Context: an optimization exercise on an open-source flow, tuned for small area. The choices shown serve that exercise and are no tape-out recipe. The RTL was checked by simulation tests, not by an equivalence proof against the original design. Power figures rest on the tool's default switching activity, not on a simulated workload.

==> quartz: inputs <==
Design instr_mem, start of the top module:
module instr_mem (
  input  logic        clk,
  input  logic        rst_n,
  input  logic [15:0] pc,
  output logic [15:0] instruction,
  output logic        addr_fault,
  input  logic        we,
  input  logic [15:0] waddr,
  input  logic [15:0] wdata
);
  localparam int unsigned DEPTH  = 64;
  localparam int unsigned DATA_W = instr_mem_pkg::DATA_W;
  localparam int unsigned IMG_N  = instr_mem_pkg::DEFAULT_PROGRAM_LEN;
  logic [DEPTH*DATA_W-1:0] mem_q;    
  logic [DEPTH*DATA_W-1:0] mem_d;
  logic [DEPTH-1:0]        written_q;  
  logic             w_en;
  logic [5:0]       wa_n;
  logic [7:0]       w_lo;      
  logic [7:0]       w_hi;      
  logic [DEPTH-1:0] w_sel;     
  logic [DEPTH-1:0] w_hold;    
  logic [DEPTH-1:0] written_d;
  assign w_en = we && (waddr[15:7] == 9'd0);
  for (genvar i = 0; i < DEPTH; i++) begin : g_word
    instr_mem_wsel #(.W(DATA_W)) u_wsel (
      .sel (w_sel[i]),
      .hold(w_hold[i]),
      .wd  (wdata),
      .q   (mem_q[i*DATA_W +: DATA_W]),
      .d   (mem_d[i*DATA_W +: DATA_W])
    );
  end
  always_ff @(posedge clk) begin
    mem_q <= mem_d;
  end
  always_ff @(posedge clk or negedge rst_n) begin
    if (!rst_n) written_q <= '0;
    else        written_q <= written_d;
  end
  logic             r_out_range;
  logic [5:0]       pc_n;
  logic [7:0]       r_lo;      
  logic [7:0]       r_hi;      
  logic [DEPTH-1:0] r_sel;     
  logic [IMG_N-1:0] r_img;     
  assign r_out_range = |pc[15:7];
  assign addr_fault  = pc[0] | r_out_range;
  instr_mem_inv u_1 (.a(waddr[1]), .y(wa_n[0]));
  instr_mem_inv u_2 (.a(waddr[2]), .y(wa_n[1]));
  instr_mem_inv u_3 (.a(waddr[3]), .y(wa_n[2]));
  instr_mem_inv u_4 (.a(waddr[4]), .y(wa_n[3]));
  instr_mem_inv u_5 (.a(waddr[5]), .y(wa_n[4]));
  instr_mem_inv u_6 (.a(waddr[6]), .y(wa_n[5]));
  instr_mem_and3 u_7 (.a(wa_n[0]), .b(wa_n[1]), .c(wa_n[2]), .y(w_lo[0]));
  instr_mem_and4 u_8 (.a(wa_n[3]), .b(wa_n[4]), .c(wa_n[5]), .d(w_en), .y(w_hi[0]));
  instr_mem_and3 u_9 (.a(waddr[1]), .b(wa_n[1]), .c(wa_n[2]), .y(w_lo[1]));
  instr_mem_and4 u_10 (.a(waddr[4]), .b(wa_n[4]), .c(wa_n[5]), .d(w_en), .y(w_hi[1]));
  ...
export LEC_CHECK = 0
export CAP_MARGIN = 5
export CORE_MARGIN = 2
export CORE_UTILIZATION = 50
export SETUP_SLACK_MARGIN = 0.5
export SLEW_MARGIN = 5
export SYNTH_HIERARCHICAL = 1
create_clock -name core_clock -period 6.0 [get_ports {clk}]
standard.sh (not shown) runs the stock make flow with config.mk's settings and CLKGATE_MAP_FILE= SYNTH_SCRIPT=/design/flow/synth_recipe.tcl, a recipe that flattens the netlist after the stock synthesis.
==> flow/flow/run.sh <==
#!/bin/bash
# Layout flow: the standard synthesis unchanged, then the standard ORFS
# steps, with the buffers and upsized gates that ABC leaves dropped before
# floorplanning (the resizer adds back what timing, slew and load need),
# plain buffers on the ports, and larger clock-tree sink clusters.
set -euo pipefail
W=$(pwd)
F=$W/flow
bash standard.sh synth > $W/synth.log 2>&1
bash standard.sh \
  PRE_FLOORPLAN_TCL=$F/pre_floorplan.tcl \
  REMOVE_ABC_BUFFERS=1 \
  GPL_TIMING_DRIVEN=0 \
  "BUFFER_PORTS_ARGS=-buffer_cell sky130_fd_sc_hd__buf_2" \
  "CTS_ARGS=-sink_clustering_enable -repair_clock_nets -dont_use_dummy_load -buf_list sky130_fd_sc_hd__clkbuf_4 -sink_clustering_size 10 -sink_clustering_max_diameter 40" \
  finish > $W/layout.log 2>&1
==> flow/flow/pre_floorplan.tcl <==
# Drop ABC's buffers and set every combinational gate to the smallest-area
# drive strength of its cell (the strongest of equal-area ones); later repair
# steps size up what timing, slew and load need.
remove_buffers
set dont_use $::env(DONT_USE_CELLS)
set best [dict create]
foreach lc [get_lib_cells *] {
  set name [get_name $lc]
  if {![regexp {^(sky130_fd_sc_hd__[a-z0-9]+)_([0-9]+)$} $name -> fam drv]} { continue }
  if {[lsearch $dont_use $name] >= 0} { continue }
  set area [get_property $lc area]
  if {![dict exists $best $fam]} {
    dict set best $fam [list $name $area $drv]
  } else {
    lassign [dict get $best $fam] bn ba bd
    if {$area < $ba - 1e-6 || ($area < $ba + 1e-6 && $drv > $bd)} {
      dict set best $fam [list $name $area $drv]
    }
  }
}
set n 0
foreach inst [get_cells *] {
  set master [get_property $inst ref_name]
  if {![regexp {^(sky130_fd_sc_hd__([a-z0-9]+))_([0-9]+)$} $master -> fam base drv]} { continue }
  if {[regexp {^(df|sdf|edf|dl|conb|tap|fill|decap)} $base]} { continue }
  if {![dict exists $best $fam]} { continue }
  set target [lindex [dict get $best $fam] 0]
  if {$target ne $master} {
    replace_cell $inst $target
    incr n
  }
}
puts "pre_floorplan: resized $n instances"
==> yarrow (differences from quartz) <==
--- a/flow/flow/run.sh
+++ b/flow/flow/run.sh
@@ -13,2 +13,3 @@
   GPL_TIMING_DRIVEN=0 \
+  RECOVER_POWER=100 \
   "BUFFER_PORTS_ARGS=-buffer_cell sky130_fd_sc_hd__buf_2" \
==> notes.md <==
In sequential cell count, yarrow and quartz do not differ. Clock skew is the same in yarrow and quartz. Final cell count is about the same in yarrow and quartz. quartz ran to the end with no violations. yarrow reached the layout checks and failed them: capacitance limit, slew limit. Of yarrow and quartz, yarrow has the higher worst hold slack (gap 0.36 ns). Synthesized cell count is the same in quartz and yarrow.
==> figures <==
Final area over synthesized area: quartz 1.082x; yarrow 1.080x
Core utilization of the finished layout: quartz 54.8%; yarrow 54.7%
Worst R2R End: quartz written_q[5]; yarrow written_q[30]
PnR worst setup slack: quartz 0.293 ns; yarrow 0.157 ns
Multi-input logic portion of the cell area: quartz 36.8%; yarrow 36.9%
Flip-flop and latch share of the layout cell area: quartz 55.1%; yarrow 55.2%
Maximum operating frequency: quartz 175 MHz; yarrow 171 MHz
Final design area excluding fillers: quartz 40100 um2; yarrow 40000 um2
Mean number of vias per cell: quartz 7.49; yarrow 7.49
Min Tclk post-route: quartz 5.71 ns; yarrow 5.84 ns
Max-Cap Viols: quartz 0; yarrow 2
Status: quartz complete, no violations; yarrow failed layout checks
Reasons for failing layout checks: quartz -; yarrow capacitance limit, slew limit

* * *

==> job 2236 <==
Starting RTL as in the previous note.
clock: 6.0 ns
lec_check: 0
cap_margin: 5
core_margin: 2
core_utilization: 56
setup_slack_margin: 0.5
slew_margin: 5
synth_hierarchical: 1
==> flow/flow/run.sh <==
#!/bin/bash
# Layout flow: the standard synthesis unchanged, then the standard ORFS
# steps, with the buffers and upsized gates that ABC leaves dropped before
# floorplanning (the resizer adds back what timing, slew and load need),
# plain buffers on the ports, and larger clock-tree sink clusters.
set -euo pipefail
W=$(pwd)
F=$W/flow
bash standard.sh synth > $W/synth.log 2>&1
bash standard.sh \
  PRE_FLOORPLAN_TCL=$F/pre_floorplan.tcl \
  REMOVE_ABC_BUFFERS=1 \
  GPL_TIMING_DRIVEN=0 \
  "BUFFER_PORTS_ARGS=-buffer_cell sky130_fd_sc_hd__buf_1" \
  "CTS_ARGS=-sink_clustering_enable -repair_clock_nets -dont_use_dummy_load -buf_list sky130_fd_sc_hd__clkbuf_4 -sink_clustering_size 9 -sink_clustering_max_diameter 50" \
  finish > $W/layout.log 2>&1
Scripts as last shown in full above: flow/flow/pre_floorplan.tcl
==> job 3585 (differences from job 2236) <==
--- a/flow/flow/run.sh
+++ b/flow/flow/run.sh
@@ -11,6 +11,6 @@
   PRE_FLOORPLAN_TCL=$F/pre_floorplan.tcl \
   REMOVE_ABC_BUFFERS=1 \
   GPL_TIMING_DRIVEN=0 \
-  "BUFFER_PORTS_ARGS=-buffer_cell sky130_fd_sc_hd__buf_1" \
-  "CTS_ARGS=-sink_clustering_enable -repair_clock_nets -dont_use_dummy_load -buf_list sky130_fd_sc_hd__clkbuf_4 -sink_clustering_size 9 -sink_clustering_max_diameter 50" \
+  "BUFFER_PORTS_ARGS=-buffer_cell sky130_fd_sc_hd__buf_2" \
+  "CTS_ARGS=-sink_clustering_enable -repair_clock_nets -dont_use_dummy_load -buf_list sky130_fd_sc_hd__clkbuf_4 -sink_clustering_size 10 -sink_clustering_max_diameter 40" \
   finish > $W/layout.log 2>&1
Settings changed: CORE_UTILIZATION 56 to 45, PLACE_DENSITY set to 0.7.
==> job 701 (differences from job 2236) <==
--- a/flow/flow/run.sh
+++ b/flow/flow/run.sh
@@ -11,6 +11,6 @@
   PRE_FLOORPLAN_TCL=$F/pre_floorplan.tcl \
   REMOVE_ABC_BUFFERS=1 \
   GPL_TIMING_DRIVEN=0 \
-  "BUFFER_PORTS_ARGS=-buffer_cell sky130_fd_sc_hd__buf_1" \
-  "CTS_ARGS=-sink_clustering_enable -repair_clock_nets -dont_use_dummy_load -buf_list sky130_fd_sc_hd__clkbuf_4 -sink_clustering_size 9 -sink_clustering_max_diameter 50" \
+  "BUFFER_PORTS_ARGS=-buffer_cell sky130_fd_sc_hd__buf_2" \
+  "CTS_ARGS=-sink_clustering_enable -repair_clock_nets -dont_use_dummy_load -buf_list sky130_fd_sc_hd__clkbuf_4 -sink_clustering_size 10 -sink_clustering_max_diameter 40" \
   finish > $W/layout.log 2>&1
Settings changed: CORE_UTILIZATION 56 to 50, PLACE_DENSITY set to 0.8, SETUP_SLACK_MARGIN 0.5 to 0.4.
==> job 6905 (differences from job 2236) <==
--- a/flow/flow/run.sh
+++ b/flow/flow/run.sh
@@ -11,6 +11,6 @@
   PRE_FLOORPLAN_TCL=$F/pre_floorplan.tcl \
   REMOVE_ABC_BUFFERS=1 \
   GPL_TIMING_DRIVEN=0 \
-  "BUFFER_PORTS_ARGS=-buffer_cell sky130_fd_sc_hd__buf_1" \
-  "CTS_ARGS=-sink_clustering_enable -repair_clock_nets -dont_use_dummy_load -buf_list sky130_fd_sc_hd__clkbuf_4 -sink_clustering_size 9 -sink_clustering_max_diameter 50" \
+  "BUFFER_PORTS_ARGS=-buffer_cell sky130_fd_sc_hd__buf_2" \
+  "CTS_ARGS=-sink_clustering_enable -repair_clock_nets -dont_use_dummy_load -buf_list sky130_fd_sc_hd__clkbuf_4 -sink_clustering_size 10 -sink_clustering_max_diameter 40" \
   finish > $W/layout.log 2>&1
Settings changed: CORE_UTILIZATION 56 to 50, PLACE_DENSITY set to 0.75.
==> summary of the runs <==
Job 701 produced a clean layout. Job 2236 completed without violations. Job 6905 completed without violations. Job 3585 went through all stages and came out clean. Against job 701, the die area of job 2236 is lower by about 10%. The lowest worst setup slack belongs to job 701, the highest to job 3585. In sequential power, job 3585 and job 6905 hardly differ. Non-clock buffer count: job 6905 < job 701 < job 3585 < job 2236. Cell count, lowest first: job 2236, job 701, job 6905, job 3585. Clock skew is the same in job 6905 and job 2236. The highest power belongs to job 2236, the lowest to job 701. In job 6905 the worst hold slack is lower than in job 3585, by 0.014 ns. Register-to-register slack is about the same in job 6905 and job 2236.

[static timing again, ports no longer ideal]
In the flow no input, the clock included, has a driving cell. The finished layouts below were timed again as built, in two steps. Step 1 sets driving cells, clkbuf_16 on the clock port and buf_2 on the other inputs (assumed; they add their load-dependent delay and slew). Step 2 also shifts input and output timing later by t, the mid clock arrival at the registers, as if the neighbouring blocks saw the same clock. Slacks: ideal ports / drivers / drivers and shift; pairs: ideal ports / drivers.
| run | t (ns) | setup WS [ns] | hold slack, ns | worst data-port slew with drivers (ns) |
|---|---|---|---|---|
| quartz | 1.065 | 0.293 / 0.263 / 0.263 | 0.106 / 0.120 / 0.464 | 0.11 |
| yarrow | 1.047 | 0.157 / 0.133 / 0.133 | 0.463 / 0.463 / 0.463 | 0.11 |
| job 2236 | 1.115 | 0.316 / 0.222 / 0.222 | 0.464 / 0.431 / 0.467 | 0.10 |
| job 3585 | 1.043 | 0.361 / 0.324 / 0.324 | 0.461 / 0.461 / 0.461 | 0.13 |
| job 701 | 1.070 | 0.152 / 0.127 / 0.127 | 0.454 / 0.446 / 0.461 | 0.13 |
| job 6905 | 1.083 | 0.343 / 0.303 / 0.303 | 0.448 / 0.411 / 0.466 | 0.18 |
For job 2236, which loses most, drivers alone change the setup slack by -0.094 ns; drivers and shift together by -0.094 ns.
